Background: an optimization exercise with open tools, aiming at small area and a short achievable clock period. Do not read the settings as production practice. At most, simulation tests tie the RTL to the original design; equivalence was not proved. For run 3, only the layout was checked, not whether the RTL still works. Power and IR drop assume default switching activity.

`flow/config.mk`:
```
export PLATFORM = sky130hd
export DESIGN_NAME = lambda_layer_top
export DESIGN_NICKNAME = lambda_layer_top
export VERILOG_FILES = /design/flow/design.v
export SDC_FILE = /design/flow/constraint.sdc
export NUM_CORES = 4
export LEC_CHECK = 0
export ABC_AREA = 1
export ABC_CLOCK_PERIOD_IN_PS = 3600
export CAP_MARGIN = 20
export CORE_MARGIN = 2
export CORE_UTILIZATION = 65
export CTS_BUF_LIST = sky130_fd_sc_hd__clkbuf_4 sky130_fd_sc_hd__clkbuf_8
export PLACE_DENSITY = 0.75
export SETUP_SLACK_MARGIN = 4.2
export SLEW_MARGIN = 20
```
`flow/constraint.sdc`:
```
create_clock -name core_clock -period 8.0 [get_ports {clk}]
set_input_delay 1.6000 -clock core_clock [delete_from_list [all_inputs] [get_ports {clk}]]
set_output_delay 1.6000 -clock core_clock [all_outputs]
set_load 0.01 [all_outputs]
```
`flow/design.v`:
```
`default_nettype none
package lambda_pkg;
    localparam int FRAC_BITS = 8;
    localparam int AXIL_ADDR_W = 4;
    localparam logic [AXIL_ADDR_W-1:0] REG_CTRL  = 4'h0;   
    localparam logic [AXIL_ADDR_W-1:0] REG_SEED  = 4'h4;   
    localparam logic [AXIL_ADDR_W-1:0] REG_COUNT = 4'h8;   
    localparam logic [15:0] LFSR_TAPS = 16'hB400;   
    localparam logic [1:0] OKAY   = 2'b00;
    localparam logic [1:0] SLVERR = 2'b10;
endpackage
`default_nettype wire
`timescale 1ns/1ps
`default_nettype none
module lambda_ctrl_regs #(
    parameter logic [15:0] RESET_SEED = 16'hACE1
) (
    input  wire                               clk,
    input  wire                               reset,
    input  wire [lambda_pkg::AXIL_ADDR_W-1:0] s_axil_awaddr,
    input  wire                               s_axil_awvalid,
    output logic                              s_axil_awready,
    input  wire [31:0]                        s_axil_wdata,
    input  wire [3:0]                         s_axil_wstrb,
    input  wire                               s_axil_wvalid,
    output logic                              s_axil_wready,
    output logic [1:0]                        s_axil_bresp,
    output logic                              s_axil_bvalid,
    input  wire                               s_axil_bready,
    input  wire [lambda_pkg::AXIL_ADDR_W-1:0] s_axil_araddr,
    input  wire                               s_axil_arvalid,
    output logic                              s_axil_arready,
    output logic [31:0]                       s_axil_rdata,
    output logic [1:0]                        s_axil_rresp,
    output logic                              s_axil_rvalid,
    input  wire                               s_axil_rready,
    input  wire                               out_valid,
    output logic                              noise_en,
    output logic [15:0]                       seed_value,
    output logic                              seed_load
);
    localparam logic [lambda_pkg::AXIL_ADDR_W-1:0] REG_CTRL  = lambda_pkg::REG_CTRL;
    localparam logic [lambda_pkg::AXIL_ADDR_W-1:0] REG_SEED  = lambda_pkg::REG_SEED;
    localparam logic [lambda_pkg::AXIL_ADDR_W-1:0] REG_COUNT = lambda_pkg::REG_COUNT;
    logic        idle;
    logic        wr_req;
    logic        rd_req;
    logic        bad_q;
    logic [15:0] seed_q;
    logic [31:0] count_q;
    logic [31:0] rd_word;
    assign idle   = !s_axil_bvalid && !s_axil_rvalid;
    assign wr_req = idle && s_axil_awvalid && s_axil_wvalid;
    assign rd_req = idle && s_axil_arvalid && !(s_axil_awvalid && s_axil_wvalid);
    assign s_axil_awready = idle;
    assign s_axil_wready  = idle;
    assign s_axil_arready = idle && !(s_axil_awvalid && s_axil_wvalid);
    assign s_axil_bresp   = {bad_q, 1'b0};      
    assign s_axil_rresp   = lambda_pkg::OKAY;   
    assign seed_value = (seed_q == 16'h0) ? RESET_SEED : seed_q;   
    always_comb begin
        case (s_axil_araddr)
            REG_CTRL:  rd_word = {31'b0, noise_en};
            REG_SEED:  rd_word = {16'b0, seed_q};
            REG_COUNT: rd_word = count_q;
            default:   rd_word = '0;
        endcase
    end
    always_ff @(posedge clk) begin
        if (reset) begin
            s_axil_bvalid <= 1'b0;
            s_axil_rvalid <= 1'b0;
            noise_en      <= 1'b0;
            seed_q        <= RESET_SEED;
            seed_load     <= 1'b0;
            count_q       <= '0;
        end else begin
            seed_load <= wr_req && (s_axil_awaddr == REG_SEED);
            if (out_valid) begin
                count_q <= count_q + 32'd1;
            end
            if (wr_req) begin
                s_axil_bvalid <= 1'b1;
                if (s_axil_awaddr == REG_CTRL && s_axil_wstrb[0]) begin
                    noise_en <= s_axil_wdata[0];
                end
                if (s_axil_awaddr == REG_SEED) begin
                    if (s_axil_wstrb[0]) seed_q[7:0]  <= s_axil_wdata[7:0];
                    if (s_axil_wstrb[1]) seed_q[15:8] <= s_axil_wdata[15:8];
                end
            end else if (s_axil_bvalid && s_axil_bready) begin
                s_axil_bvalid <= 1'b0;
            end
            if (rd_req) begin
                s_axil_rvalid <= 1'b1;
            end else if (s_axil_rvalid && s_axil_rready) begin
                s_axil_rvalid <= 1'b0;
            end
        end
    end
    always_ff @(posedge clk) begin
        if (wr_req) begin
            bad_q <= !((s_axil_awaddr == REG_CTRL) || (s_axil_awaddr == REG_SEED));
        end
        if (rd_req) begin
            s_axil_rdata <= rd_word;
        end
    end
endmodule
`default_nettype wire
`timescale 1ns/1ps
`default_nettype none
module gauss_lfsr #(
    parameter logic [15:0] RESET_SEED = 16'hACE1
) (
    input  wire        clk,
    input  wire        reset,
    input  wire        step,
    input  wire        seed_load,
    input  wire [15:0] seed_value,
    output logic [15:0] eps_raw
);
    localparam logic [15:0] LFSR_TAPS = lambda_pkg::LFSR_TAPS;
    logic [15:0] state_next;
    assign state_next = {1'b0, eps_raw[15:1]} ^ (eps_raw[0] ? LFSR_TAPS : 16'h0);
    always_ff @(posedge clk) begin
        if (reset) begin
            eps_raw <= RESET_SEED;
        end else if (seed_load) begin      
            eps_raw <= seed_value;
        end else if (step) begin
            eps_raw <= state_next;
        end
    end
endmodule
`default_nettype wire
`timescale 1ns/1ps
`default_nettype none
module softplus_pre (
    input  wire [15:0]  x,
    output logic [14:0] p,      
    output logic [6:0]  bm,     
    output logic        neg,    
    output logic        ci      
);
    logic       below, above, lin, u;
    logic [2:0] idx;
    logic [1:0] j;
    logic [7:0] f;
    logic [14:0] b;
    logic [9:0] c;
    logic [10:0] d;
    assign below = x[15] & ~(&x[14:10]);
    assign above = ~x[15] & (|x[14:10]);
    assign lin   = ~below & ~above;
    assign idx   = {~x[10], x[9:8]};    
    assign u     = idx[2];
    assign j     = u ? ~idx[1:0] : idx[1:0];
    assign f     = x[7:0];
    always_comb begin
        case (j)
            2'd0:    b = {4'd0, f, 3'd0};
            2'd1:    b = {3'd0, f, 4'd0} + {5'd0, f, 2'd0};
            2'd2:    b = {2'd0, f, 5'd0} + {3'd0, f, 4'd0};
            default: b = {1'b0, f, 6'd0} + {2'd0, f, 5'd0} + {7'd0, f};
        endcase
    end
    always_comb begin
        case (idx)
            3'd0:    c = 10'd4;
            3'd1:    c = 10'd13;
            3'd2:    c = 10'd32;
            3'd3:    c = 10'd80;
            3'd4:    c = 10'd177;
            3'd5:    c = 10'd336;
            3'd6:    c = 10'd545;
            default: c = 10'd780;
        endcase
    end
    assign d   = {1'b0, c} + (u ? {3'd0, f} : 11'd0);
    assign p   = above ? x[14:0] : (lin ? {4'd0, d} : 15'd0);
    assign bm  = lin ? b[14:8] : 7'd0;
    assign neg = lin & u;
    assign ci  = lin & u & (b[7:0] == 8'd0);
endmodule
module softplus_post (
    input  wire [14:0]  p,
    input  wire [6:0]   bm,
    input  wire         neg,
    input  wire         ci,
    output logic [10:0] sp_lo
);
    assign sp_lo = p[10:0] + (neg ? {4'hF, ~bm} : {4'h0, bm}) + {10'd0, ci};
endmodule
`default_nettype wire
`timescale 1ns/1ps
`default_nettype none
module sqrt_step #(
    parameter int K = 0
) (
    input  wire [13:0]  r_in,     
    input  wire [11:0]  q_in,     
    input  wire [1:0]   pair,     
    output logic [13:0] r_out,    
    output logic [11:0] q_out     
);
    localparam int W = K + 3;
    logic [W-1:0] t;
    logic [W-1:0] trial;
    logic [W:0]   d;
    logic         ge;
    assign t     = {r_in[K:0], pair};
    assign trial = W'({q_in, 2'b01});
    assign d     = {1'b0, t} - {1'b0, trial};
    assign ge    = ~d[W];
    assign r_out = 14'(ge ? d[K+1:0] : t[K+1:0]);
    assign q_out = 12'({q_in, ge});
endmodule
`default_nettype wire
`timescale 1ns/1ps
`default_nettype none
module reparam_core (
    input  wire        clk,
    input  wire        reset,
    input  wire        in_valid,
    input  wire [15:0] in_mean,
    input  wire [15:0] in_var,
    input  wire [15:0] eps_raw,
    input  wire        noise_en,
    output logic       step,         
    output logic       out_valid,
    output logic [15:0] out_lambda
);
    localparam int EPS_SHIFT = 5;    
    logic [6:1] vq;
    always_ff @(posedge clk) begin
        if (reset) begin
            vq        <= '0;
            out_valid <= 1'b0;
        end else begin
            vq        <= {vq[5:1], in_valid};
            out_valid <= vq[6];
        end
    end
    assign step = vq[1];
    logic [14:0] p0;
    logic [6:0]  bm0;
    logic        neg0, ci0;
    softplus_pre i_sp_pre (.x(in_var), .p(p0), .bm(bm0), .neg(neg0), .ci(ci0));
    logic [14:0] p1;
    logic [6:0]  bm1;
    logic        neg1, ci1;
    logic [15:0] m1;
    always_ff @(posedge clk) begin
        p1   <= p0;
        bm1  <= bm0;
        neg1 <= neg0;
        ci1  <= ci0;
        m1   <= in_mean;
    end
    logic [10:0] sp_lo;
    logic [14:0] sp1;
    softplus_post i_sp_post (.p(p1), .bm(bm1), .neg(neg1), .ci(ci1), .sp_lo(sp_lo));
    assign sp1 = {p1[14:11], sp_lo};
    logic [23:0] rad1;
    assign rad1 = {1'b0, sp1, 8'd0};
    logic [13:0] r_c1 [0:4];
    logic [11:0] q_c1 [0:4];
    assign r_c1[0] = '0;
    assign q_c1[0] = '0;
    for (genvar k = 0; k < 4; k++) begin : g_c1
        sqrt_step #(.K(k)) i_st (.r_in(r_c1[k]), .q_in(q_c1[k]), .pair(rad1[23-2*k -: 2]),
                                 .r_out(r_c1[k+1]), .q_out(q_c1[k+1]));
    end
    logic [4:0]  r2;
    logic [3:0]  q2;
    logic [7:0]  sp2;
    logic [15:0] m2;
    always_ff @(posedge clk) begin
        r2  <= r_c1[4][4:0];
        q2  <= q_c1[4][3:0];
        sp2 <= sp1[7:0];
        m2  <= m1;
    end
    logic [13:0] r_c2 [4:6];
    logic [11:0] q_c2 [4:6];
    assign r_c2[4] = 14'(r2);
    assign q_c2[4] = 12'(q2);
    for (genvar k = 4; k < 6; k++) begin : g_c2
        sqrt_step #(.K(k)) i_st (.r_in(r_c2[k]), .q_in(q_c2[k]), .pair(sp2[15-2*k -: 2]),
                                 .r_out(r_c2[k+1]), .q_out(q_c2[k+1]));
    end
    logic [6:0]         r3;
    logic [5:0]         q3;
    logic [3:0]         sp3;
    logic [15:0]        m3;
    logic signed [10:0] e3;
    always_ff @(posedge clk) begin
        r3  <= r_c2[6][6:0];
        q3  <= q_c2[6][5:0];
        sp3 <= sp2[3:0];
        m3  <= m2;
        e3  <= noise_en ? eps_raw[15:EPS_SHIFT] : 11'd0;
    end
    logic [13:0] r_c3 [6:8];
    logic [11:0] q_c3 [6:8];
    assign r_c3[6] = 14'(r3);
    assign q_c3[6] = 12'(q3);
    for (genvar k = 6; k < 8; k++) begin : g_c3
        sqrt_step #(.K(k)) i_st (.r_in(r_c3[k]), .q_in(q_c3[k]), .pair(sp3[15-2*k -: 2]),
                                 .r_out(r_c3[k+1]), .q_out(q_c3[k+1]));
    end
    logic [8:0]         r4;
    logic [7:0]         q4;
    logic [15:0]        m4;
    logic signed [10:0] e4;
    always_ff @(posedge clk) begin
        r4 <= r_c3[8][8:0];
        q4 <= q_c3[8][7:0];
        m4 <= m3;
        e4 <= e3;
    end
    logic [13:0] r_c4 [8:10];
    logic [11:0] q_c4 [8:10];
    assign r_c4[8] = 14'(r4);
    assign q_c4[8] = 12'(q4);
    for (genvar k = 8; k < 10; k++) begin : g_c4
        sqrt_step #(.K(k)) i_st (.r_in(r_c4[k]), .q_in(q_c4[k]), .pair(2'b00),
                                 .r_out(r_c4[k+1]), .q_out(q_c4[k+1]));
    end
    logic [10:0]        r5;
    logic [9:0]         q5;
    logic [15:0]        m5;
    logic signed [10:0] e5;
    always_ff @(posedge clk) begin
        r5 <= r_c4[10][10:0];
        q5 <= q_c4[10][9:0];
        m5 <= m4;
        e5 <= e4;
    end
    logic [13:0] r_c5 [10:12];
    logic [11:0] q_c5 [10:12];
    assign r_c5[10] = 14'(r5);
    assign q_c5[10] = 12'(q5);
    for (genvar k = 10; k < 12; k++) begin : g_c5
        sqrt_step #(.K(k)) i_st (.r_in(r_c5[k]), .q_in(q_c5[k]), .pair(2'b00),
                                 .r_out(r_c5[k+1]), .q_out(q_c5[k+1]));
    end
    logic [24:0] ca5, cb5;
    mac_hi i_mac_hi (.q(q5), .e(e5), .m(m5), .ca(ca5), .cb(cb5));
    logic [1:0]         s6;
    logic [24:0]        ca6, cb6;
    logic signed [10:0] e6;
    always_ff @(posedge clk) begin
        s6  <= q_c5[12][1:0];
        ca6 <= ca5;
        cb6 <= cb5;
        e6  <= e5;
    end
    logic [24:0] acc6;
    logic [16:0] sum;
    mac_lo i_mac_lo (.ca(ca6), .cb(cb6), .s(s6), .e(e6), .t(acc6));
    assign sum = acc6[24:8];
    always_ff @(posedge clk) begin
        if (sum[16] != sum[15]) begin
            out_lambda <= {sum[16], {15{~sum[16]}}};
        end else begin
            out_lambda <= sum[15:0];
        end
    end
endmodule
`default_nettype none
module mac_hi (
    input  wire [9:0]   q,      
    input  wire [10:0]  e,      
    input  wire [15:0]  m,      
    output logic [24:0] ca,
    output logic [24:0] cb
);
    wire h1 = (q[0] & e[8]) ^ (q[1] & e[7]) ^ (q[2] & e[6]);
    wire h2 = ((q[0] & e[8]) & (q[1] & e[7])) | ((q[0] & e[8]) & (q[2] & e[6])) | ((q[1] & e[7]) & (q[2] & e[6]));
    wire h3 = (q[0] & e[9]) ^ (q[1] & e[8]) ^ (q[2] & e[7]);
    wire h4 = ((q[0] & e[9]) & (q[1] & e[8])) | ((q[0] & e[9]) & (q[2] & e[7])) | ((q[1] & e[8]) & (q[2] & e[7]));
    wire h5 = (q[3] & e[6]) ^ (q[4] & e[5]);
    wire h6 = (q[3] & e[6]) & (q[4] & e[5]);
    wire h7 = ~(q[0] & e[10]) ^ (q[1] & e[9]) ^ (q[2] & e[8]);
    wire h8 = (~(q[0] & e[10]) & (q[1] & e[9])) | (~(q[0] & e[10]) & (q[2] & e[8])) | ((q[1] & e[9]) & (q[2] & e[8]));
    wire h9 = (q[3] & e[7]) ^ (q[4] & e[6]) ^ (q[5] & e[5]);
    wire h10 = ((q[3] & e[7]) & (q[4] & e[6])) | ((q[3] & e[7]) & (q[5] & e[5])) | ((q[4] & e[6]) & (q[5] & e[5]));
    wire h11 = ~(q[1] & e[10]) ^ (q[2] & e[9]) ^ (q[3] & e[8]);
    wire h12 = (~(q[1] & e[10]) & (q[2] & e[9])) | (~(q[1] & e[10]) & (q[3] & e[8])) | ((q[2] & e[9]) & (q[3] & e[8]));
    wire h13 = (q[4] & e[7]) ^ (q[5] & e[6]);
    wire h14 = (q[4] & e[7]) & (q[5] & e[6]);
    wire h15 = ~(q[2] & e[10]) ^ (q[3] & e[9]) ^ (q[4] & e[8]);
    wire h16 = (~(q[2] & e[10]) & (q[3] & e[9])) | (~(q[2] & e[10]) & (q[4] & e[8])) | ((q[3] & e[9]) & (q[4] & e[8]));
    wire h17 = (q[0] & e[6]) ^ (q[1] & e[5]) ^ (q[2] & e[4]);
    wire h18 = ((q[0] & e[6]) & (q[1] & e[5])) | ((q[0] & e[6]) & (q[2] & e[4])) | ((q[1] & e[5]) & (q[2] & e[4]));
    wire h19 = (q[0] & e[7]) ^ (q[1] & e[6]) ^ (q[2] & e[5]);
    wire h20 = ((q[0] & e[7]) & (q[1] & e[6])) | ((q[0] & e[7]) & (q[2] & e[5])) | ((q[1] & e[6]) & (q[2] & e[5]));
    wire h21 = (q[3] & e[4]) ^ (q[4] & e[3]) ^ (q[5] & e[2]);
    wire h22 = ((q[3] & e[4]) & (q[4] & e[3])) | ((q[3] & e[4]) & (q[5] & e[2])) | ((q[4] & e[3]) & (q[5] & e[2]));
    wire h23 = (q[3] & e[5]) ^ (q[4] & e[4]) ^ (q[5] & e[3]);
    wire h24 = ((q[3] & e[5]) & (q[4] & e[4])) | ((q[3] & e[5]) & (q[5] & e[3])) | ((q[4] & e[4]) & (q[5] & e[3]));
    wire h25 = (q[6] & e[2]) ^ (q[7] & e[1]) ^ (q[8] & e[0]);
    wire h26 = ((q[6] & e[2]) & (q[7] & e[1])) | ((q[6] & e[2]) & (q[8] & e[0])) | ((q[7] & e[1]) & (q[8] & e[0]));
    wire h27 = m[2] ^ 1'b1;
    wire h28 = m[2] & 1'b1;
    wire h29 = (q[5] & e[4]) ^ (q[6] & e[3]) ^ (q[7] & e[2]);
    wire h30 = ((q[5] & e[4]) & (q[6] & e[3])) | ((q[5] & e[4]) & (q[7] & e[2])) | ((q[6] & e[3]) & (q[7] & e[2]));
    wire h31 = (q[8] & e[1]) ^ (q[9] & e[0]) ^ m[3];
    wire h32 = ((q[8] & e[1]) & (q[9] & e[0])) | ((q[8] & e[1]) & m[3]) | ((q[9] & e[0]) & m[3]);
    wire h33 = h3 ^ h5 ^ h2;
    wire h34 = (h3 & h5) | (h3 & h2) | (h5 & h2);
    wire h35 = (q[6] & e[4]) ^ (q[7] & e[3]) ^ (q[8] & e[2]);
    wire h36 = ((q[6] & e[4]) & (q[7] & e[3])) | ((q[6] & e[4]) & (q[8] & e[2])) | ((q[7] & e[3]) & (q[8] & e[2]));
    wire h37 = (q[9] & e[1]) ^ m[4] ^ h7;
    wire h38 = ((q[9] & e[1]) & m[4]) | ((q[9] & e[1]) & h7) | (m[4] & h7);
    wire h39 = h9 ^ h4 ^ h6;
    wire h40 = (h9 & h4) | (h9 & h6) | (h4 & h6);
    wire h41 = (q[6] & e[5]) ^ (q[7] & e[4]) ^ (q[8] & e[3]);
    wire h42 = ((q[6] & e[5]) & (q[7] & e[4])) | ((q[6] & e[5]) & (q[8] & e[3])) | ((q[7] & e[4]) & (q[8] & e[3]));
    wire h43 = (q[9] & e[2]) ^ m[5] ^ h11;
    wire h44 = ((q[9] & e[2]) & m[5]) | ((q[9] & e[2]) & h11) | (m[5] & h11);
    wire h45 = h13 ^ h8 ^ h10;
    wire h46 = (h13 & h8) | (h13 & h10) | (h8 & h10);
    wire h47 = (q[5] & e[7]) ^ (q[6] & e[6]) ^ (q[7] & e[5]);
    wire h48 = ((q[5] & e[7]) & (q[6] & e[6])) | ((q[5] & e[7]) & (q[7] & e[5])) | ((q[6] & e[6]) & (q[7] & e[5]));
    wire h49 = (q[8] & e[4]) ^ (q[9] & e[3]) ^ m[6];
    wire h50 = ((q[8] & e[4]) & (q[9] & e[3])) | ((q[8] & e[4]) & m[6]) | ((q[9] & e[3]) & m[6]);
    wire h51 = h15 ^ h12 ^ h14;
    wire h52 = (h15 & h12) | (h15 & h14) | (h12 & h14);
    wire h53 = ~(q[3] & e[10]) ^ (q[4] & e[9]) ^ (q[5] & e[8]);
    wire h54 = (~(q[3] & e[10]) & (q[4] & e[9])) | (~(q[3] & e[10]) & (q[5] & e[8])) | ((q[4] & e[9]) & (q[5] & e[8]));
    wire h55 = (q[6] & e[7]) ^ (q[7] & e[6]) ^ (q[8] & e[5]);
    wire h56 = ((q[6] & e[7]) & (q[7] & e[6])) | ((q[6] & e[7]) & (q[8] & e[5])) | ((q[7] & e[6]) & (q[8] & e[5]));
    wire h57 = (q[9] & e[4]) ^ m[7] ^ h16;
    wire h58 = ((q[9] & e[4]) & m[7]) | ((q[9] & e[4]) & h16) | (m[7] & h16);
    wire h59 = ~(q[4] & e[10]) ^ (q[5] & e[9]) ^ (q[6] & e[8]);
    wire h60 = (~(q[4] & e[10]) & (q[5] & e[9])) | (~(q[4] & e[10]) & (q[6] & e[8])) | ((q[5] & e[9]) & (q[6] & e[8]));
    wire h61 = (q[7] & e[7]) ^ (q[8] & e[6]) ^ (q[9] & e[5]);
    wire h62 = ((q[7] & e[7]) & (q[8] & e[6])) | ((q[7] & e[7]) & (q[9] & e[5])) | ((q[8] & e[6]) & (q[9] & e[5]));
    wire h63 = ~(q[5] & e[10]) ^ (q[6] & e[9]) ^ (q[7] & e[8]);
    wire h64 = (~(q[5] & e[10]) & (q[6] & e[9])) | (~(q[5] & e[10]) & (q[7] & e[8])) | ((q[6] & e[9]) & (q[7] & e[8]));
    wire h65 = (q[0] & e[4]) ^ (q[1] & e[3]);
    wire h66 = (q[0] & e[4]) & (q[1] & e[3]);
    wire h67 = (q[0] & e[5]) ^ (q[1] & e[4]) ^ (q[2] & e[3]);
    wire h68 = ((q[0] & e[5]) & (q[1] & e[4])) | ((q[0] & e[5]) & (q[2] & e[3])) | ((q[1] & e[4]) & (q[2] & e[3]));
    wire h69 = (q[3] & e[2]) ^ (q[4] & e[1]);
    wire h70 = (q[3] & e[2]) & (q[4] & e[1]);
    wire h71 = (q[3] & e[3]) ^ (q[4] & e[2]) ^ (q[5] & e[1]);
    wire h72 = ((q[3] & e[3]) & (q[4] & e[2])) | ((q[3] & e[3]) & (q[5] & e[1])) | ((q[4] & e[2]) & (q[5] & e[1]));
    wire h73 = (q[6] & e[0]) ^ m[0] ^ h17;
    wire h74 = ((q[6] & e[0]) & m[0]) | ((q[6] & e[0]) & h17) | (m[0] & h17);
    wire h75 = (q[6] & e[1]) ^ (q[7] & e[0]) ^ m[1];
    wire h76 = ((q[6] & e[1]) & (q[7] & e[0])) | ((q[6] & e[1]) & m[1]) | ((q[7] & e[0]) & m[1]);
    wire h77 = h19 ^ h21 ^ h18;
    wire h78 = (h19 & h21) | (h19 & h18) | (h21 & h18);
    wire h79 = h1 ^ h23 ^ h25;
    wire h80 = (h1 & h23) | (h1 & h25) | (h23 & h25);
    wire h81 = h27 ^ h20 ^ h22;
    wire h82 = (h27 & h20) | (h27 & h22) | (h20 & h22);
    wire h83 = h29 ^ h31 ^ h33;
    wire h84 = (h29 & h31) | (h29 & h33) | (h31 & h33);
    wire h85 = h24 ^ h26 ^ h28;
    wire h86 = (h24 & h26) | (h24 & h28) | (h26 & h28);
    wire h87 = h35 ^ h37 ^ h39;
    wire h88 = (h35 & h37) | (h35 & h39) | (h37 & h39);
    wire h89 = h30 ^ h32 ^ h34;
    wire h90 = (h30 & h32) | (h30 & h34) | (h32 & h34);
    wire h91 = h41 ^ h43 ^ h45;
    wire h92 = (h41 & h43) | (h41 & h45) | (h43 & h45);
    wire h93 = h36 ^ h38 ^ h40;
    wire h94 = (h36 & h38) | (h36 & h40) | (h38 & h40);
    wire h95 = h47 ^ h49 ^ h51;
    wire h96 = (h47 & h49) | (h47 & h51) | (h49 & h51);
    wire h97 = h42 ^ h44 ^ h46;
    wire h98 = (h42 & h44) | (h42 & h46) | (h44 & h46);
    wire h99 = h53 ^ h55 ^ h57;
    wire h100 = (h53 & h55) | (h53 & h57) | (h55 & h57);
    wire h101 = h48 ^ h50 ^ h52;
    wire h102 = (h48 & h50) | (h48 & h52) | (h50 & h52);
    wire h103 = m[8] ^ h59 ^ h61;
    wire h104 = (m[8] & h59) | (m[8] & h61) | (h59 & h61);
    wire h105 = h54 ^ h56 ^ h58;
    wire h106 = (h54 & h56) | (h54 & h58) | (h56 & h58);
    wire h107 = (q[8] & e[7]) ^ (q[9] & e[6]) ^ m[9];
    wire h108 = ((q[8] & e[7]) & (q[9] & e[6])) | ((q[8] & e[7]) & m[9]) | ((q[9] & e[6]) & m[9]);
    wire h109 = h63 ^ h60 ^ h62;
    wire h110 = (h63 & h60) | (h63 & h62) | (h60 & h62);
    wire h111 = ~(q[6] & e[10]) ^ (q[7] & e[9]) ^ (q[8] & e[8]);
    wire h112 = (~(q[6] & e[10]) & (q[7] & e[9])) | (~(q[6] & e[10]) & (q[8] & e[8])) | ((q[7] & e[9]) & (q[8] & e[8]));
    wire h113 = (q[9] & e[7]) ^ m[10] ^ h64;
    wire h114 = ((q[9] & e[7]) & m[10]) | ((q[9] & e[7]) & h64) | (m[10] & h64);
    wire h115 = ~(q[7] & e[10]) ^ (q[8] & e[9]) ^ (q[9] & e[8]);
    wire h116 = (~(q[7] & e[10]) & (q[8] & e[9])) | (~(q[7] & e[10]) & (q[9] & e[8])) | ((q[8] & e[9]) & (q[9] & e[8]));
    wire h117 = (q[0] & e[3]) ^ (q[1] & e[2]);
    wire h118 = (q[0] & e[3]) & (q[1] & e[2]);
    wire h119 = (q[2] & e[2]) ^ (q[3] & e[1]) ^ (q[4] & e[0]);
    wire h120 = ((q[2] & e[2]) & (q[3] & e[1])) | ((q[2] & e[2]) & (q[4] & e[0])) | ((q[3] & e[1]) & (q[4] & e[0]));
    wire h121 = (q[5] & e[0]) ^ h67 ^ h69;
    wire h122 = ((q[5] & e[0]) & h67) | ((q[5] & e[0]) & h69) | (h67 & h69);
    wire h123 = h71 ^ h73 ^ h68;
    wire h124 = (h71 & h73) | (h71 & h68) | (h73 & h68);
    wire h125 = h75 ^ h77 ^ h72;
    wire h126 = (h75 & h77) | (h75 & h72) | (h77 & h72);
    wire h127 = h79 ^ h81 ^ h76;
    wire h128 = (h79 & h81) | (h79 & h76) | (h81 & h76);
    wire h129 = h83 ^ h85 ^ h80;
    wire h130 = (h83 & h85) | (h83 & h80) | (h85 & h80);
    wire h131 = h87 ^ h89 ^ h84;
    wire h132 = (h87 & h89) | (h87 & h84) | (h89 & h84);
    wire h133 = h91 ^ h93 ^ h88;
    wire h134 = (h91 & h93) | (h91 & h88) | (h93 & h88);
    wire h135 = h95 ^ h97 ^ h92;
    wire h136 = (h95 & h97) | (h95 & h92) | (h97 & h92);
    wire h137 = h99 ^ h101 ^ h96;
    wire h138 = (h99 & h101) | (h99 & h96) | (h101 & h96);
    wire h139 = h103 ^ h105 ^ h100;
    wire h140 = (h103 & h105) | (h103 & h100) | (h105 & h100);
    wire h141 = h107 ^ h109 ^ h104;
    wire h142 = (h107 & h109) | (h107 & h104) | (h109 & h104);
    wire h143 = h111 ^ h113 ^ h108;
    wire h144 = (h111 & h113) | (h111 & h108) | (h113 & h108);
    wire h145 = m[11] ^ h115 ^ h112;
    wire h146 = (m[11] & h115) | (m[11] & h112) | (h115 & h112);
    wire h147 = ~(q[8] & e[10]) ^ (q[9] & e[9]) ^ m[12];
    wire h148 = (~(q[8] & e[10]) & (q[9] & e[9])) | (~(q[8] & e[10]) & m[12]) | ((q[9] & e[9]) & m[12]);
    wire h149 = (q[0] & e[2]) ^ (q[1] & e[1]);
    wire h150 = (q[0] & e[2]) & (q[1] & e[1]);
    wire h151 = (q[2] & e[1]) ^ (q[3] & e[0]) ^ h117;
    wire h152 = ((q[2] & e[1]) & (q[3] & e[0])) | ((q[2] & e[1]) & h117) | ((q[3] & e[0]) & h117);
    wire h153 = h65 ^ h119 ^ h118;
    wire h154 = (h65 & h119) | (h65 & h118) | (h119 & h118);
    wire h155 = h66 ^ h121 ^ h120;
    wire h156 = (h66 & h121) | (h66 & h120) | (h121 & h120);
    wire h157 = h70 ^ h123 ^ h122;
    wire h158 = (h70 & h123) | (h70 & h122) | (h123 & h122);
    wire h159 = h74 ^ h125 ^ h124;
    wire h160 = (h74 & h125) | (h74 & h124) | (h125 & h124);
    wire h161 = h78 ^ h127 ^ h126;
    wire h162 = (h78 & h127) | (h78 & h126) | (h127 & h126);
    wire h163 = h82 ^ h129 ^ h128;
    wire h164 = (h82 & h129) | (h82 & h128) | (h129 & h128);
    wire h165 = h86 ^ h131 ^ h130;
    wire h166 = (h86 & h131) | (h86 & h130) | (h131 & h130);
    wire h167 = h90 ^ h133 ^ h132;
    wire h168 = (h90 & h133) | (h90 & h132) | (h133 & h132);
    wire h169 = h94 ^ h135 ^ h134;
    wire h170 = (h94 & h135) | (h94 & h134) | (h135 & h134);
    wire h171 = h98 ^ h137 ^ h136;
    wire h172 = (h98 & h137) | (h98 & h136) | (h137 & h136);
    wire h173 = h102 ^ h139 ^ h138;
    wire h174 = (h102 & h139) | (h102 & h138) | (h139 & h138);
    wire h175 = h106 ^ h141 ^ h140;
    wire h176 = (h106 & h141) | (h106 & h140) | (h141 & h140);
    wire h177 = h110 ^ h143 ^ h142;
    wire h178 = (h110 & h143) | (h110 & h142) | (h143 & h142);
    wire h179 = h114 ^ h145 ^ h144;
    wire h180 = (h114 & h145) | (h114 & h144) | (h145 & h144);
    wire h181 = h116 ^ h147 ^ h146;
    wire h182 = (h116 & h147) | (h116 & h146) | (h147 & h146);
    wire h183 = ~(q[9] & e[10]) ^ m[13] ^ h148;
    wire h184 = (~(q[9] & e[10]) & m[13]) | (~(q[9] & e[10]) & h148) | (m[13] & h148);
    wire h185 = m[14] ^ 1'b1;
    wire h186 = m[14] & 1'b1;
    assign ca = {1'b1, ~m[15], h185, h183, h181, h179, h177, h175, h173, h171, h169, h167, h165, h163, h161, h159, h157, h155, h153, h151, (q[2] & e[0]), (q[0] & e[1]), (q[0] & e[0]), 1'b0, 1'b0};
    assign cb = {1'b0, h186, h184, h182, h180, h178, h176, h174, h172, h170, h168, h166, h164, h162, h160, h158, h156, h154, h152, h150, h149, (q[1] & e[0]), 1'b0, 1'b0, 1'b0};
endmodule
module mac_lo (
    input  wire [24:0]  ca,
    input  wire [24:0]  cb,
    input  wire [1:0]   s,      
    input  wire [10:0]  e,      
    output logic [24:0] t       
);
    wire l1 = ca[1] ^ cb[1];
    wire l2 = ca[1] & cb[1];
    wire l3 = ca[2] ^ cb[2] ^ (s[0] & e[2]);
    wire l4 = (ca[2] & cb[2]) | (ca[2] & (s[0] & e[2])) | (cb[2] & (s[0] & e[2]));
    wire l5 = ca[3] ^ cb[3] ^ (s[0] & e[3]);
    wire l6 = (ca[3] & cb[3]) | (ca[3] & (s[0] & e[3])) | (cb[3] & (s[0] & e[3]));
    wire l7 = ca[4] ^ cb[4] ^ (s[0] & e[4]);
    wire l8 = (ca[4] & cb[4]) | (ca[4] & (s[0] & e[4])) | (cb[4] & (s[0] & e[4]));
    wire l9 = ca[5] ^ cb[5] ^ (s[0] & e[5]);
    wire l10 = (ca[5] & cb[5]) | (ca[5] & (s[0] & e[5])) | (cb[5] & (s[0] & e[5]));
    wire l11 = ca[6] ^ cb[6] ^ (s[0] & e[6]);
    wire l12 = (ca[6] & cb[6]) | (ca[6] & (s[0] & e[6])) | (cb[6] & (s[0] & e[6]));
    wire l13 = ca[7] ^ cb[7] ^ (s[0] & e[7]);
    wire l14 = (ca[7] & cb[7]) | (ca[7] & (s[0] & e[7])) | (cb[7] & (s[0] & e[7]));
    wire l15 = ca[8] ^ cb[8] ^ (s[0] & e[8]);
    wire l16 = (ca[8] & cb[8]) | (ca[8] & (s[0] & e[8])) | (cb[8] & (s[0] & e[8]));
    wire l17 = ca[9] ^ cb[9] ^ (s[0] & e[9]);
    wire l18 = (ca[9] & cb[9]) | (ca[9] & (s[0] & e[9])) | (cb[9] & (s[0] & e[9]));
    wire l19 = ca[10] ^ cb[10] ^ ~(s[0] & e[10]);
    wire l20 = (ca[10] & cb[10]) | (ca[10] & ~(s[0] & e[10])) | (cb[10] & ~(s[0] & e[10]));
    wire l21 = ca[11] ^ cb[11];
    wire l22 = ca[11] & cb[11];
    wire l23 = ca[0] ^ cb[0];
    wire l24 = ca[0] & cb[0];
    wire l25 = (s[0] & e[1]) ^ (s[1] & e[0]) ^ l1;
    wire l26 = ((s[0] & e[1]) & (s[1] & e[0])) | ((s[0] & e[1]) & l1) | ((s[1] & e[0]) & l1);
    wire l27 = (s[1] & e[1]) ^ l3 ^ l2;
    wire l28 = ((s[1] & e[1]) & l3) | ((s[1] & e[1]) & l2) | (l3 & l2);
    wire l29 = (s[1] & e[2]) ^ l5 ^ l4;
    wire l30 = ((s[1] & e[2]) & l5) | ((s[1] & e[2]) & l4) | (l5 & l4);
    wire l31 = (s[1] & e[3]) ^ l7 ^ l6;
    wire l32 = ((s[1] & e[3]) & l7) | ((s[1] & e[3]) & l6) | (l7 & l6);
    wire l33 = (s[1] & e[4]) ^ l9 ^ l8;
    wire l34 = ((s[1] & e[4]) & l9) | ((s[1] & e[4]) & l8) | (l9 & l8);
    wire l35 = (s[1] & e[5]) ^ l11 ^ l10;
    wire l36 = ((s[1] & e[5]) & l11) | ((s[1] & e[5]) & l10) | (l11 & l10);
    wire l37 = (s[1] & e[6]) ^ l13 ^ l12;
    wire l38 = ((s[1] & e[6]) & l13) | ((s[1] & e[6]) & l12) | (l13 & l12);
    wire l39 = (s[1] & e[7]) ^ l15 ^ l14;
    wire l40 = ((s[1] & e[7]) & l15) | ((s[1] & e[7]) & l14) | (l15 & l14);
    wire l41 = (s[1] & e[8]) ^ l17 ^ l16;
    wire l42 = ((s[1] & e[8]) & l17) | ((s[1] & e[8]) & l16) | (l17 & l16);
    wire l43 = (s[1] & e[9]) ^ l19 ^ l18;
    wire l44 = ((s[1] & e[9]) & l19) | ((s[1] & e[9]) & l18) | (l19 & l18);
    wire l45 = ~(s[1] & e[10]) ^ l21 ^ l20;
    wire l46 = (~(s[1] & e[10]) & l21) | (~(s[1] & e[10]) & l20) | (l21 & l20);
    wire l47 = ca[12] ^ cb[12] ^ l22;
    wire l48 = (ca[12] & cb[12]) | (ca[12] & l22) | (cb[12] & l22);
    wire l49 = ca[13] ^ cb[13];
    wire l50 = ca[13] & cb[13];
    wire l51 = ca[14] ^ cb[14];
    wire l52 = ca[14] & cb[14];
    wire l53 = ca[15] ^ cb[15];
    wire l54 = ca[15] & cb[15];
    wire l55 = ca[16] ^ cb[16];
    wire l56 = ca[16] & cb[16];
    wire l57 = ca[17] ^ cb[17];
    wire l58 = ca[17] & cb[17];
    wire l59 = ca[18] ^ cb[18];
    wire l60 = ca[18] & cb[18];
    wire l61 = ca[19] ^ cb[19];
    wire l62 = ca[19] & cb[19];
    wire l63 = ca[20] ^ cb[20];
    wire l64 = ca[20] & cb[20];
    wire l65 = ca[21] ^ cb[21];
    wire l66 = ca[21] & cb[21];
    wire l67 = ca[22] ^ cb[22];
    wire l68 = ca[22] & cb[22];
    wire l69 = ca[23] ^ cb[23];
    wire l70 = ca[23] & cb[23];
    wire l71 = ca[24] ^ cb[24];
    wire l72 = ca[24] & cb[24];
    wire [24:0] ra = {l71, l69, l67, l65, l63, l61, l59, l57, l55, l53, l51, l49, l47, l45, l43, l41, l39, l37, l35, l33, l31, l29, l27, l25, (s[0] & e[0])};
    wire [24:0] rb = {l70, l68, l66, l64, l62, l60, l58, l56, l54, l52, l50, l48, l46, l44, l42, l40, l38, l36, l34, l32, l30, l28, l26, l24, l23};
    assign t = ra + rb;
endmodule
`default_nettype wire
`timescale 1ns/1ps
`default_nettype none
module lambda_layer_top #(
    parameter logic [15:0] RESET_SEED = 16'hACE1
) (
    input  wire                               clk,
    input  wire                               reset,
    input  wire [lambda_pkg::AXIL_ADDR_W-1:0] s_axil_awaddr,
    input  wire                               s_axil_awvalid,
    output logic                              s_axil_awready,
    input  wire [31:0]                        s_axil_wdata,
    input  wire [3:0]                         s_axil_wstrb,
    input  wire                               s_axil_wvalid,
    output logic                              s_axil_wready,
    output logic [1:0]                        s_axil_bresp,
    output logic                              s_axil_bvalid,
    input  wire                               s_axil_bready,
    input  wire [lambda_pkg::AXIL_ADDR_W-1:0] s_axil_araddr,
    input  wire                               s_axil_arvalid,
    output logic                              s_axil_arready,
    output logic [31:0]                       s_axil_rdata,
    output logic [1:0]                        s_axil_rresp,
    output logic                              s_axil_rvalid,
    input  wire                               s_axil_rready,
    input  wire                               in_valid,
    input  wire [15:0]                        in_mean,
    input  wire [15:0]                        in_var,
    output logic                              out_valid,
    output logic [15:0]                       out_lambda
);
    logic        noise_en;
    logic [15:0] seed_value;
    logic        seed_load;
    logic [15:0] eps_raw;
    logic        step;
    lambda_ctrl_regs #(.RESET_SEED(RESET_SEED)) i_ctrl_regs (
        .clk(clk), .reset(reset),
        .s_axil_awaddr(s_axil_awaddr), .s_axil_awvalid(s_axil_awvalid),
        .s_axil_awready(s_axil_awready),
        .s_axil_wdata(s_axil_wdata), .s_axil_wstrb(s_axil_wstrb),
        .s_axil_wvalid(s_axil_wvalid), .s_axil_wready(s_axil_wready),
        .s_axil_bresp(s_axil_bresp), .s_axil_bvalid(s_axil_bvalid),
        .s_axil_bready(s_axil_bready),
        .s_axil_araddr(s_axil_araddr), .s_axil_arvalid(s_axil_arvalid),
        .s_axil_arready(s_axil_arready),
        .s_axil_rdata(s_axil_rdata), .s_axil_rresp(s_axil_rresp),
        .s_axil_rvalid(s_axil_rvalid), .s_axil_rready(s_axil_rready),
        .out_valid(out_valid), .noise_en(noise_en),
        .seed_value(seed_value), .seed_load(seed_load)
    );
    gauss_lfsr #(.RESET_SEED(RESET_SEED)) i_lfsr (
        .clk(clk), .reset(reset), .step(step),   
        .seed_load(seed_load), .seed_value(seed_value), .eps_raw(eps_raw)
    );
    reparam_core i_core (
        .clk(clk), .reset(reset), .in_valid(in_valid), .in_mean(in_mean), .in_var(in_var),
        .eps_raw(eps_raw), .noise_en(noise_en), .step(step),
        .out_valid(out_valid), .out_lambda(out_lambda)
    );
endmodule
`default_nettype wire
```
`flow/run.sh`:
```
#!/bin/bash
# synth_recipe.tcl (not shown) runs the flow's synth.tcl, then flattens the netlist and writes it again
# the make line also repeats each setting of config.mk as NAME=value (left out here)
make -C /OpenROAD-flow-scripts/flow DESIGN_CONFIG=/design/flow/config.mk WORK_HOME=/design/flow/orfs CLKGATE_MAP_FILE= SYNTH_SCRIPT=/design/flow/synth_recipe.tcl finish
```
==> results of run 1 <==
==> cell usage after synthesis, types with 36 or more instances <==
cell / number
sky130_fd_sc_hd__inv_1: 487
sky130_fd_sc_hd__nor3_1: 36
sky130_fd_sc_hd__clkbuf_1: 39
sky130_fd_sc_hd__nand3_1: 113
sky130_fd_sc_hd__nand2_1: 525
sky130_fd_sc_hd__dfxtp_1: 355
sky130_fd_sc_hd__xor2_1: 48
sky130_fd_sc_hd__nor2_1: 145
sky130_fd_sc_hd__fa_1: 116
sky130_fd_sc_hd__a21oi_1: 150
sky130_fd_sc_hd__ha_1: 152
sky130_fd_sc_hd__o21ai_0: 126
==> area by class of cell <==
cell class	instances	area [um^2]	share of cell area, %
Multi-Input combinational cell	1601	10700	45.1
Sequential cell	388	8110	34.1
Inverter	489	1850	7.78
Timing Repair Buffer	124	1230	5.16
Clock buffer	100	1210	5.10
Tap cell	402	503	2.11
Clock inverter	16	139	0.584
Timing Repair inverter	1	7.51	0.0316
==> critical path, stage by stage, from the launching register on <==
cell	delay (ns)
sky130_fd_sc_hd__dfxtp_1	0.74
sky130_fd_sc_hd__nand2_1	0.17
sky130_fd_sc_hd__fa_1	0.54
sky130_fd_sc_hd__inv_1	0.05
sky130_fd_sc_hd__fa_1	0.52
sky130_fd_sc_hd__inv_1	0.05
sky130_fd_sc_hd__fa_1	0.48
sky130_fd_sc_hd__fa_1	0.55
sky130_fd_sc_hd__inv_1	0.05
sky130_fd_sc_hd__fa_1	0.44
==> kinds of logic after synthesis <==
logic type | Yosys count | synth area share (%)
AO/OA/AOI/OAI | 363 | 9.70
XOR/XNOR | 76 | 3.19
adder cells (fa/ha/maj) | 268 | 20.3
buffers and inverters | 544 | 10.0
flip-flops | 388 | 38.8
other | 1 | 0.0180
AND/OR/NAND/NOR | 891 | 17.9
==> power groups by stage <==
| stage | combinational [mW] | clock (mW) | sequential, mW |
|---|---|---|---|
| global placement | 2.70 | 0 | 2.45 |
| CTS | 2.81 | 1.85 | 2.42 |
| detailed placement | 2.79 | 0 | 2.46 |
| global route | 3.31 | 1.95 | 2.45 |
| finish | 2.88 | 1.80 | 2.43 |
| floorplan | 2.19 | 0 | 2.37 |
==> sequential cells by signal, summed over array words and instances (netlist names), 21 cells and up <==
register                  cells
i_ctrl_regs.count_q          32
i_core.ca6                   22
i_core.cb6                   21
i_ctrl_regs.s_axil_rdata     32
==> routing by layer <==
metal	track usage, %	vias to the layer above	share of wire (%)
li1	-	8299	-
met1	32.6	7855	41
met2	50.4	490	51
met3	4.79	129	5.2
met4	11.7	0	3.5
met5	0	-	0
==> path summary, 6_finish.rpt <==
kind | startpoint | endpoint
max | i_core.q5[3] | i_core.ca6[14]
min | i_core.e3[4] | i_core.e4[4]
max reg2reg | i_core.q5[3] | i_core.ca6[14]
min reg2reg | i_core.e3[4] | i_core.e4[4]
==> what timing repair did <==
action                                  in CTS  in global routing
endpoints found under the setup margin      35                 56
cloned                                       0                  1
setup buffers                                0                  2
hold buffers                                 0                  0
gates resized for setup                     14                 47
==> flow_summary.json, run 1 <==
{
  "wire_length_per_cell_um": 14.5,
  "clock_latency_reported_for_the_late_side_of_the_worst_skew_pair_ns": 0.59,
  "finalCoreUtilization_pct": 75.4,
  "finalInstanceArea_um2": 23800,
  "hold_ws_ns": 0.324,
  "grt_start_max_net_pins": 40,
  "hp-class": "reg2reg",
  "cts_tree": "done",
  "p_total_mw": 7.11,
  "grt_usage_pct": 27.9,
  "num_rows": 65,
  "drt-total-wl_mm": 45.2,
  "post_synth_edffs": 33,
  "final.setup_skew_ns": 0.0310,
  "grt_setup_unrepaired": "false",
  "setup_violations": 0,
  "worstPathRequired_ns": 8.47,
  "vias_per_std_cell": 5.37,
  "yosys_register_bits": 388,
  "synth_cell_type_count": 50,
  "most_frequent_cells_in_the_layout": "sky130_fd_sc_hd__nand2_1, sky130_fd_sc_hd__inv_1, sky130_fd_sc_hd__dfxtp_1, sky130_fd_sc_hd__ha_1, sky130_fd_sc_hd__a21oi_1",
  "vias_in_the_first_global_route": 16973,
  "post_detailed_placement_cell_area_um2": 22300,
  "finalMaxSlewViolations": 0,
  "power.static_leakage_nw": 11.9,
  "post-route-drc-count": 0,
  "core-area_um2": 31600,
  "ff2ff_path_depth": 9,
  "layout-drive-gt1-share_pct": 6.55,
  "critPathLaunchType": "flip-flop",
  "dieWidth_um": 183,
  "tritoncts.num_buffers": 66,
  "switching_share_of_power_pct": 38.4,
  "totalNegativeSetupSlack_ns": 0,
  "relSlewSlack_pct": 30.4,
  "ys.warnings.count": 24,
  "hold_viol_final": 0,
  "dp.cells": 3002,
  "hold_path_depth": 0,
  "path_class": "reg2reg",
  "clkPwrFrac_pct": 25.3,
  "clock_sink_count": 388,
  "routabilityCongestion": 0.925,
  "place_hpwl_mm": 33.6,
  "netlist_top_cells_area": "sky130_fd_sc_hd__dfxtp_1, sky130_fd_sc_hd__fa_1, sky130_fd_sc_hd__nand2_1",
  "avg_cell_area_syn_um2": 8.24,
  "dp_worst_setup_slack_ns": 3.27,
  "final-instance-count-excl-fill": 3121,
  "worst-r2r-setup-slack_ns": 4.30,
  "syn-instance-count": 2531,
  "worst-slew-pin-transition_ns": 1.04,
  "detail-route-antenna-nets": 0,
  "drtPass1Iterations": 8,
  "path_max_fanout": 12,
  "final_common_cell": "sky130_fd_sc_hd__nand2_1",
  "worst_ep_arrival_time_ns": 4.17,
  "drt-initial-drc-count": 937,
  "antenna_found_initial": 0,
  "outcome": "timing/DRC/antenna clean",
  "finish.net_count": 3023,
  "port-buffer-count": 120,
  "initial_core_util_pct": 66.1,
  "grt_pass1_wl_mm": 76.6,
  "synthToLayoutAreaGrowth_pct": 14.1,
  "synthFlopType": "sky130_fd_sc_hd__dfxtp_1",
  "cts_root_buffer": "sky130_fd_sc_hd__clkbuf_8",
  "power_density_nw_per_um2": 299,
  "fillCellCount": 2272,
  "fin_crit_sh_pct": 46.2,
  "design.die.area_um2": 33500,
  "die_h_um": 183,
  "h-tree-depth": 3,
  "fin_ws_ns": 4.30,
  "power_report.internal_total_mw": 4.38,
  "fmaxAchievable_mhz": 270,
  "endpoint_kind": "flip-flop",
  "max-clock-path-buffers": 3,
  "synthDominantAreaCellType": "sky130_fd_sc_hd__dfxtp_1",
  "synth_top_cell_area_share_pct": 34.1,
  "synthesis.area_um2": 20900,
  "num_antenna_cells": 0,
  "route.vias.total": 16773,
  "power.ir.vdd_worst_uv": 165,
  "period_minus_slack_ns": 3.70,
  "clk_pin_slew_worst_paths_ns": 0.06,
  "share_seq_of_total_power_pct": 34.1,
  "ys_async_sr_fraction_pct": 0,
  "p_switching_mw": 2.73,
  "synth_seq_area_share_pct": 38.8,
  "max_cap_violations": 0,
  "comb_power_share_pct": 40.6,
  "sum_of_overflow_across_all_layers_after_global_routing": 0,
  "pin_count": 142
}
==> inputs of run 2 (changes only) <==
--- a/flow/config.mk
+++ b/flow/config.mk
@@ -11,5 +11,3 @@
 export CORE_MARGIN = 2
-export CORE_UTILIZATION = 65
-export CTS_BUF_LIST = sky130_fd_sc_hd__clkbuf_4 sky130_fd_sc_hd__clkbuf_8
-export PLACE_DENSITY = 0.75
+export CORE_UTILIZATION = 40
 export SETUP_SLACK_MARGIN = 4.2
==> run 2 against run 1 <==
Critical path depth is 2 higher. Hold slack worse by 0.0029 ns. Clock skew is 0.012 ns lower. Count of clock-buffer cells in the layout is 46 lower. Sequential power hardly changed. Critical endpoint is now i_core.ci1. Still clean on timing, DRC and antenna. Maximum frequency is 1.3% higher. Non-clock buffer count is 1 higher. Total power is 1.8% higher. Worst setup slack better by 0.049 ns. First-iteration DRC count is 20% lower. Largest power group unchanged. Highest routed layer unchanged.
==> flow_summary.json, run 2 <==
{
  "hold_viol_final": 0,
  "ys_async_sr_fraction_pct": 0,
  "relSlewSlack_pct": 31.6,
  "fin_crit_sh_pct": 45.6,
  "hold_path_depth": 0,
  "initial_core_util_pct": 40.6,
  "endpoint_kind": "flip-flop",
  "multi_input_comb_area_um2": 10800,
  "synth_cell_type_count": 50,
  "post-route-drc-count": 0,
  "synth_commonest_cells": "sky130_fd_sc_hd__nand2_1, sky130_fd_sc_hd__inv_1, sky130_fd_sc_hd__dfxtp_1",
  "min_from": "i_core.m1[10]",
  "routabilityCongestion": 0.881,
  "clock_latency_reported_for_the_late_side_of_the_worst_skew_pair_ns": 0.57,
  "post_synth_edffs": 33,
  "power.static_leakage_nw": 11.9,
  "drtPass1Iterations": 5,
  "grt_start_max_net_pins": 40,
  "finalMaxSlewViolations": 0,
  "die_h_um": 232,
  "grt_setup_unrepaired": "true",
  "setup_violations": 0,
  "port-buffer-count": 120,
  "final-instance-count-excl-fill": 3365,
  "syn-instance-count": 2531,
  "regToRegStartpoint": "i_core.e5[9]",
  "worstPathRequired_ns": 8.45,
  "pin_count": 142,
  "num_antenna_cells": 0,
  "h-tree-depth": 2,
  "layout_top_registers": "i_ctrl_regs.count_q (32), i_ctrl_regs.s_axil_rdata (32), i_core.ca6 (22)",
  "route.vias.total": 16101,
  "detail-route-antenna-nets": 0,
  "global_route.peak_usage_layer": "met2",
  "totalNegativeSetupSlack_ns": 0,
  "place_hpwl_mm": 34.4,
  "grtUsageMet2_pct": 31.4,
  "cts_tree": "done",
  "yosys_register_bits": 388,
  "vias_per_std_cell": 4.78,
  "ys.warnings.count": 24,
  "tritoncts.num_buffers": 44,
  "grt_util_met3_pct": 2.22,
  "grt_pass1_wl_mm": 75.2,
  "layout-drive-gt1-share_pct": 5.21,
  "netlist_top_cells_area": "sky130_fd_sc_hd__dfxtp_1, sky130_fd_sc_hd__fa_1, sky130_fd_sc_hd__nand2_1",
  "vias_in_the_first_global_route": 16294,
  "fmaxAchievable_mhz": 274,
  "synth_top_cell_area_share_pct": 34.1,
  "dieWidth_um": 232,
  "synthDominantAreaCellType": "sky130_fd_sc_hd__dfxtp_1",
  "antenna_found_initial": 0,
  "synth_seq_area_share_pct": 38.8,
  "power_density_nw_per_um2": 299,
  "ff2ff_path_depth": 9,
  "design.die.area_um2": 54000,
  "synthesis.area_um2": 20900,
  "cts_root_buffer": "sky130_fd_sc_hd__clkbuf_16",
  "wire_length_per_cell_um": 13.2,
  "power.ir.vdd_worst_uv": 168,
  "grt_usage_pct": 16.7,
  "synthToLayoutAreaGrowth_pct": 16.3,
  "postCtsHoldBufs": 0,
  "worst-r2r-setup-slack_ns": 4.36,
  "finalCoreUtilization_pct": 47.2,
  "core-area_um2": 51400,
  "path_class": "in2reg",
  "max_cap_violations": 0,
  "fin_ws_ns": 4.35,
  "drt-initial-drc-count": 746,
  "clk_pin_slew_worst_paths_ns": 0.06,
  "worst_ep_arrival_time_ns": 4.10,
  "seqCellArea_um2": 8110,
  "critPathLaunchType": "primary input",
  "holdPathEnd": "i_core.m2[10]",
  "global_route.usage.met1_pct": 19.5,
  "synth_most_common_cell": "sky130_fd_sc_hd__nand2_1",
  "num_rows": 83,
  "path_max_fanout": 6,
  "clock_sink_count": 388,
  "dp_worst_setup_slack_ns": 3.09,
  "avg_cell_area_syn_um2": 8.24,
  "dp.cells": 3279,
  "finish.net_count": 3002,
  "synthFlopType": "sky130_fd_sc_hd__dfxtp_1",
  "fillCellCount": 5031,
  "worst_reg2reg_path_endpoint": "i_core.ca6[14]",
  "outcome": "timing/DRC/antenna clean",
  "sum_of_overflow_across_all_layers_after_global_routing": 0,
  "hp-class": "reg2reg",
  "max-clock-path-buffers": 3,
  "final_common_cell": "sky130_fd_sc_hd__nand2_1",
  "most_frequent_cells_in_the_layout": "sky130_fd_sc_hd__nand2_1, sky130_fd_sc_hd__inv_1, sky130_fd_sc_hd__dfxtp_1, sky130_fd_sc_hd__ha_1, sky130_fd_sc_hd__a21oi_1",
  "final.setup_skew_ns": 0.0189,
  "drt-total-wl_mm": 44.4,
  "worst-slew-pin-transition_ns": 1.02,
  "period_minus_slack_ns": 3.65
}
==> run 2: cell counts after synthesis <==
Identical to the previous run, type by type.
==> run 2: cells by family after synthesis <==
kind of cell	Yosys count	share of synthesized area (%)
buffers and inverters	544	10.0
XOR/XNOR	76	3.19
adder cells (fa/ha/maj)	268	20.3
other	1	0.0180
AO/OA/AOI/OAI	363	9.70
AND/OR/NAND/NOR	891	17.9
flip-flops	388	38.8
==> run 2: worst max path at each step <==
| stage | from | endpoint | slack [ns] | cells after the start |
|---|---|---|---|---|
| CTS | s_axil_awvalid | s_axil_arready | 3.95 | 5 |
| finish | in_var[0] | i_core.ci1 | 4.35 | 11 |
| global placement | in_var[6] | i_core.ci1 | 3.10 | 11 |
| detailed placement | in_var[6] | i_core.ci1 | 3.09 | 11 |
| floorplan | in_var[0] | i_core.bm1[4] | 4.37 | 10 |
| global route | in_var[9] | i_core.p1[8] | 4.12 | 18 |
==> run 2: timing repair <==
item	in CTS	in global routing
setup buffers	0	4
pin swaps	0	2
gates resized for setup	16	44
endpoints found under the setup margin	37	52
cloned	0	1
==> run 2: per-stage QoR <==
stage	hold WS, ns	instance area, um^2	power (mW)
2_1_floorplan	0.310	20900	4.56
3_3_place_gp	0.311	22700	5.15
3_5_place_dp	0.312	22700	5.24
4_1_cts	0.325	24100	7.27
5_1_grt	0.330	24300	7.87
6_report	0.321	24300	7.24
==> run 2: where the power goes <==
group | switching, mW | internal, mW | total, mW | leakage [nW]
registers | 0.197 | 2.23 | 2.42 | 3.27
logic | 1.68 | 1.14 | 2.82 | 7.94
clock network | 0.821 | 1.17 | 1.99 | 0.717
==> run 2: final cells by class <==
| cell class | instances | area share (%) |
|---|---|---|
| Tap cell | 680 | 3.51 |
| Inverter | 489 | 7.61 |
| Timing Repair Buffer | 125 | 5.05 |
| Sequential cell | 388 | 33.4 |
| Clock inverter | 27 | 1.13 |
| Clock buffer | 54 | 4.90 |
| Multi-Input combinational cell | 1602 | 44.4 |
==> run 2: critical path: stages <==
cell                            delay (ns)
sky130_fd_sc_hd__dlygate4sd2_1        0.33
sky130_fd_sc_hd__fa_1                 0.57
sky130_fd_sc_hd__ha_1                 0.16
sky130_fd_sc_hd__inv_1                0.05
sky130_fd_sc_hd__fa_1                 0.48
sky130_fd_sc_hd__inv_1                0.05
sky130_fd_sc_hd__nor4_2               0.32
sky130_fd_sc_hd__o21ai_0              0.11
sky130_fd_sc_hd__nand2_1              0.06
sky130_fd_sc_hd__a21oi_1              0.07
sky130_fd_sc_hd__nor4_2               0.29
==> run 2: per-layer routing <==
layer | vias to the layer above | part of all wire [%]
met5 | - | 0
met4 | 0 | 2.6
met3 | 76 | 3.0
met2 | 240 | 51
met1 | 7540 | 43
li1 | 8245 | -
==> inputs of run 3 (changes only) <==
--- a/flow/design.v
+++ b/flow/design.v
@@ -159,8 +159,20 @@
     assign f     = x[7:0];
+    logic [14:0] row1, row2, row3;
     always_comb begin
         case (j)
-            2'd0:    b = {4'd0, f, 3'd0};
-            2'd1:    b = {3'd0, f, 4'd0} + {5'd0, f, 2'd0};
-            2'd2:    b = {2'd0, f, 5'd0} + {3'd0, f, 4'd0};
-            default: b = {1'b0, f, 6'd0} + {2'd0, f, 5'd0} + {7'd0, f};
+            2'd0:    begin row1 = {4'd0, f, 3'd0}; row2 = 15'd0;            end
+            2'd1:    begin row1 = {3'd0, f, 4'd0}; row2 = {5'd0, f, 2'd0};  end
+            2'd2:    begin row1 = {2'd0, f, 5'd0}; row2 = {3'd0, f, 4'd0};  end
+            default: begin row1 = {1'b0, f, 6'd0}; row2 = {2'd0, f, 5'd0};  end
+        endcase
+        row3 = (j == 2'd3) ? {7'd0, f} : 15'd0;
+    end
+    assign b = row1 + row2 + row3;
+    logic bz;
+    always_comb begin
+        case (j)
+            2'd0:    bz = (f[4:0] == 5'd0);
+            2'd1:    bz = (f[5:0] == 6'd0);
+            2'd2:    bz = (f[3:0] == 4'd0);
+            default: bz = (f == 8'd0);
         endcase
@@ -183,3 +195,3 @@
     assign neg = lin & u;
-    assign ci  = lin & u & (b[7:0] == 8'd0);
+    assign ci  = lin & u & bz;
 endmodule
@@ -363,9 +375,7 @@
     assign sum = acc6[24:8];
+    logic [16:0] sum_q;
     always_ff @(posedge clk) begin
-        if (sum[16] != sum[15]) begin
-            out_lambda <= {sum[16], {15{~sum[16]}}};
-        end else begin
-            out_lambda <= sum[15:0];
-        end
+        sum_q <= sum;
     end
+    assign out_lambda = (sum_q[16] != sum_q[15]) ? {sum_q[16], {15{~sum_q[16]}}} : sum_q[15:0];
 endmodule
--- a/flow/config.mk
+++ b/flow/config.mk
@@ -11,4 +11,5 @@
 export CORE_MARGIN = 2
-export CORE_UTILIZATION = 40
-export SETUP_SLACK_MARGIN = 4.2
+export CORE_UTILIZATION = 65
+export PLACE_DENSITY = 0.75
+export SETUP_SLACK_MARGIN = 4.35
 export SLEW_MARGIN = 20
==> run 3 against run 2 <==
Highest routed layer is now met5. Die area down 38%. Hold slack worse by 0.0060 ns. Sequential share of layout area down 0.20 points. First-iteration DRC count up 24%. Combinational power up 19%. Core utilization up 30 points. Flip-flop and latch count up 1.
==> flow_summary.json, run 3 <==
{
  "outcome": "timing/DRC/antenna clean",
  "clk_pin_slew_worst_paths_ns": 0.06,
  "worst-r2r-setup-slack_ns": 4.46,
  "path_class": "in2reg",
  "clock_latency_reported_for_the_late_side_of_the_worst_skew_pair_ns": 0.55,
  "drtPass1Iterations": 5,
  "worst_reg2reg_path_endpoint": "i_core.ca6[14]",
  "cts_root_buffer": "sky130_fd_sc_hd__clkbuf_16",
  "post_synth_edffs": 33,
  "final-instance-count-excl-fill": 3102,
  "ff2ff_path_depth": 9,
  "fin_ws_ns": 4.04,
  "netlist_top_cells_area": "sky130_fd_sc_hd__dfxtp_1, sky130_fd_sc_hd__fa_1, sky130_fd_sc_hd__nand2_1",
  "max-clock-path-buffers": 3,
  "layout-drive-gt1-share_pct": 10.2,
  "path_max_fanout": 7,
  "dp_worst_setup_slack_ns": 2.41,
  "die_h_um": 183,
  "hold_viol_final": 0,
  "dp.cells": 2985,
  "final.setup_skew_ns": 0.0183,
  "min_from": "i_core.m3[14]",
  "worst-slew-pin-transition_ns": 0.690,
  "design.die.area_um2": 33600,
  "synth_top_cell_area_share_pct": 34.1,
  "wire_length_per_cell_um": 14.8,
  "grt_pass1_wl_mm": 76.2,
  "period_minus_slack_ns": 3.96,
  "fin_crit_sh_pct": 49.4,
  "route.vias.total": 16611,
  "dieWidth_um": 183,
  "post-route-drc-count": 0,
  "synthesis.area_um2": 20900,
  "postCtsHoldBufs": 0,
  "regToRegStartpoint": "i_core.e5[8]",
  "syn-instance-count": 2513,
  "power.static_leakage_nw": 12.1,
  "routabilityCongestion": 0.880,
  "synth_most_common_cell": "sky130_fd_sc_hd__nand2_1",
  "tritoncts.num_buffers": 42,
  "hp-class": "reg2reg",
  "holdPathEnd": "i_core.m4[14]",
  "synth_cell_type_count": 61,
  "grt_start_max_net_pins": 35,
  "num_rows": 65,
  "hold_path_depth": 0,
  "seqCellArea_um2": 8140,
  "max_cap_violations": 0,
  "synth_seq_area_share_pct": 38.9,
  "antenna_found_initial": 2,
  "setup_violations": 0,
  "multi_input_comb_area_um2": 11000,
  "cts_tree": "done",
  "endpoint_kind": "flip-flop",
  "initial_core_util_pct": 66.2,
  "critPathLaunchType": "primary input",
  "place_hpwl_mm": 33.2,
  "relSlewSlack_pct": 53.8,
  "port-buffer-count": 120,
  "grt_setup_unrepaired": "true",
  "grt_usage_pct": 27.6,
  "fmaxAchievable_mhz": 253,
  "clock_sink_count": 389,
  "ys_async_sr_fraction_pct": 0,
  "worstPathRequired_ns": 8.46,
  "detail-route-antenna-nets": 0,
  "finalInstanceArea_um2": 24500,
  "yosys_register_bits": 389,
  "sum_of_overflow_across_all_layers_after_global_routing": 0,
  "vias_per_std_cell": 5.35,
  "avg_cell_area_syn_um2": 8.31,
  "synth_commonest_cells": "sky130_fd_sc_hd__nand2_1, sky130_fd_sc_hd__inv_1, sky130_fd_sc_hd__dfxtp_1",
  "totalNegativeSetupSlack_ns": 0,
  "power_density_nw_per_um2": 320,
  "drt-initial-drc-count": 924,
  "final_common_cell": "sky130_fd_sc_hd__nand2_1",
  "post_detailed_placement_cell_area_um2": 22500,
  "layout_top_registers": "i_ctrl_regs.count_q (32), i_ctrl_regs.s_axil_rdata (32), i_core.ca6 (22)",
  "ys.warnings.count": 24,
  "synthToLayoutAreaGrowth_pct": 17.3,
  "pin_count": 142,
  "synthDominantAreaCellType": "sky130_fd_sc_hd__dfxtp_1",
  "worst_ep_arrival_time_ns": 4.42,
  "vias_in_the_first_global_route": 16578,
  "fillCellCount": 2276,
  "drt-total-wl_mm": 45.9,
  "synthFlopType": "sky130_fd_sc_hd__dfxtp_1",
  "finalMaxSlewViolations": 0,
  "most_frequent_cells_in_the_layout": "sky130_fd_sc_hd__nand2_1, sky130_fd_sc_hd__inv_1, sky130_fd_sc_hd__dfxtp_1, sky130_fd_sc_hd__nor2_1, sky130_fd_sc_hd__ha_1",
  "core-area_um2": 31600,
  "finish.net_count": 3010,
  "power.ir.vdd_worst_uv": 235,
  "h-tree-depth": 2
}
-- run 3: cell types whose count changed in the layout (fill, tap and decap cells not counted), moves of 11 or more --
cell	change
sky130_fd_sc_hd__buf_4	+36
sky130_fd_sc_hd__a21oi_1	-28
sky130_fd_sc_hd__nand3_1	-25
sky130_fd_sc_hd__nand2_2	+24
sky130_fd_sc_hd__nand2_1	-23
sky130_fd_sc_hd__ha_1	-15
sky130_fd_sc_hd__o21ai_0	-15
sky130_fd_sc_hd__o21ai_1	+11
-- run 3: repair_timing --
item / 4_1_cts / 5_1_grt
endpoints found under the setup margin: 43 / 50
buffers inserted: 27 / 11
pin swaps: 20 / 11
gates cloned: 1 / 1
resized for setup: 66 / 50
-- run 3: critical path, stage by stage --
cell and delay, ns:
sky130_fd_sc_hd__buf_12 0.08, sky130_fd_sc_hd__clkinvlp_4 0.12, sky130_fd_sc_hd__ha_4 0.36, sky130_fd_sc_hd__inv_4 0.07, sky130_fd_sc_hd__nor2_4 0.11, sky130_fd_sc_hd__inv_4 0.07
sky130_fd_sc_hd__o211ai_1 0.25, sky130_fd_sc_hd__fa_1 0.50, sky130_fd_sc_hd__ha_4 0.29, sky130_fd_sc_hd__a21oi_2 0.05, sky130_fd_sc_hd__o21ai_2 0.12, sky130_fd_sc_hd__nand2_1 0.08
sky130_fd_sc_hd__nand2_2 0.07, sky130_fd_sc_hd__nand2_1 0.06, sky130_fd_sc_hd__nand2_2 0.07, sky130_fd_sc_hd__nand2_2 0.06, sky130_fd_sc_hd__nor2_1 0.09, sky130_fd_sc_hd__inv_1 0.07
sky130_fd_sc_hd__nand2_1 0.08, sky130_fd_sc_hd__o21ai_1 0.06, sky130_fd_sc_hd__a21oi_1 0.16
-- run 3: area by class of cell --
type	instances	share of cell area [%]
diodes	1	0.0102
clock inverters	22	1.32
clock buffers	54	4.77
multi-input cells	1578	44.8
well taps	402	2.05
repair buffers	162	6.20
inverters	494	7.66
flip-flops and latches	389	33.2
-- run 3: cell families after synthesis --
group / after synthesis / synth area share [%]
flip-flops: 389 / 38.9
XOR/XNOR: 70 / 2.97
buffers and inverters: 550 / 10.1
adder cells (fa/ha/maj): 259 / 19.6
AO/OA/AOI/OAI: 356 / 9.89
other: 1 / 0.0180
multiplexers: 1 / 0.0479
AND/OR/NAND/NOR: 887 / 18.5
-- run 3: worst max path at each step --
| stage | from | endpoint | slack (ns) |
|---|---|---|---|
| global placement | in_var[10] | i_core.bm1[6] | 2.51 |
| floorplan | in_var[10] | i_core.bm1[4] | 3.84 |
| CTS | in_var[10] | i_core.bm1[4] | 4.10 |
| finish | in_var[10] | i_core.bm1[4] | 4.04 |
| global route | in_var[10] | i_core.bm1[4] | 3.83 |
| detailed placement | in_var[10] | i_core.bm1[4] | 2.41 |
-- run 3: layer usage --
metal | global-route usage [%] | wire (um) | up-vias | part of all wire [%]
li1 | - | - | 8223 | -
met1 | 34.0 | 19500 | 7842 | 42
met2 | 49.8 | 22800 | 444 | 50
met3 | 4.25 | 2290 | 100 | 5.0
met4 | 8.29 | 1270 | 2 | 2.8
met5 | 0 | 13 | - | 0.028
-- run 3: stage by stage --
| stage | power (mW) | hold slack (ns) | util [%] |
|---|---|---|---|
| 2_1_floorplan | 4.94 | 0.310 | - |
| 3_3_place_gp | 5.53 | 0.310 | 71.3 |
| 3_5_place_dp | 5.63 | 0.312 | 71.3 |
| 4_1_cts | 7.73 | 0.312 | 76.8 |
| 5_1_grt | 8.46 | 0.319 | 77.6 |
| 6_report | 7.84 | 0.315 | 77.6 |
-- run 3: where the power goes --
group / total [mW] / switching [mW] / internal (mW)
Clock: 2.04 / 0.796 / 1.24
Combinational: 3.36 / 2.00 / 1.36
Sequential: 2.44 / 0.208 / 2.23

-- port drivers added, routing unchanged --
The flow's constraints put no driver on any port. The routed layouts listed below were extracted and timed again, unchanged, in two steps. Step 1: set_driving_cell puts a clkbuf_16 on clk and a buf_2 on each other input, an assumption about the parent block. Step 2 times the ports against the registers' clock, not the clock port: input delays grow and output delays shrink by t, the midpoint of the rising clock arrivals with the driver on. Three values: no drivers, after step 1, after step 2; two values: the first two.
| run | shift t [ns] | setup slack, ns | hold WS [ns] | worst register clock-pin slew, ns | worst slew at a driven data input, ns |
|---|---|---|---|---|---|
| run 1 | 0.631 | 4.303 / 4.303 / 3.797 | 0.324 / 0.324 / 0.324 | 0.07 / 0.07 | 0.06 |
| run 2 | 0.615 | 4.352 / 4.350 / 3.769 | 0.321 / 0.321 / 0.321 | 0.06 / 0.06 | 0.05 |
| run 3 | 0.589 | 4.044 / 4.035 / 3.446 | 0.315 / 0.315 / 0.315 | 0.06 / 0.06 | 0.08 |
After both steps every run listed still meets setup and hold. The setup slack of run 3, which loses most, moves by -0.009 ns with the drivers and by -0.598 ns with both steps.
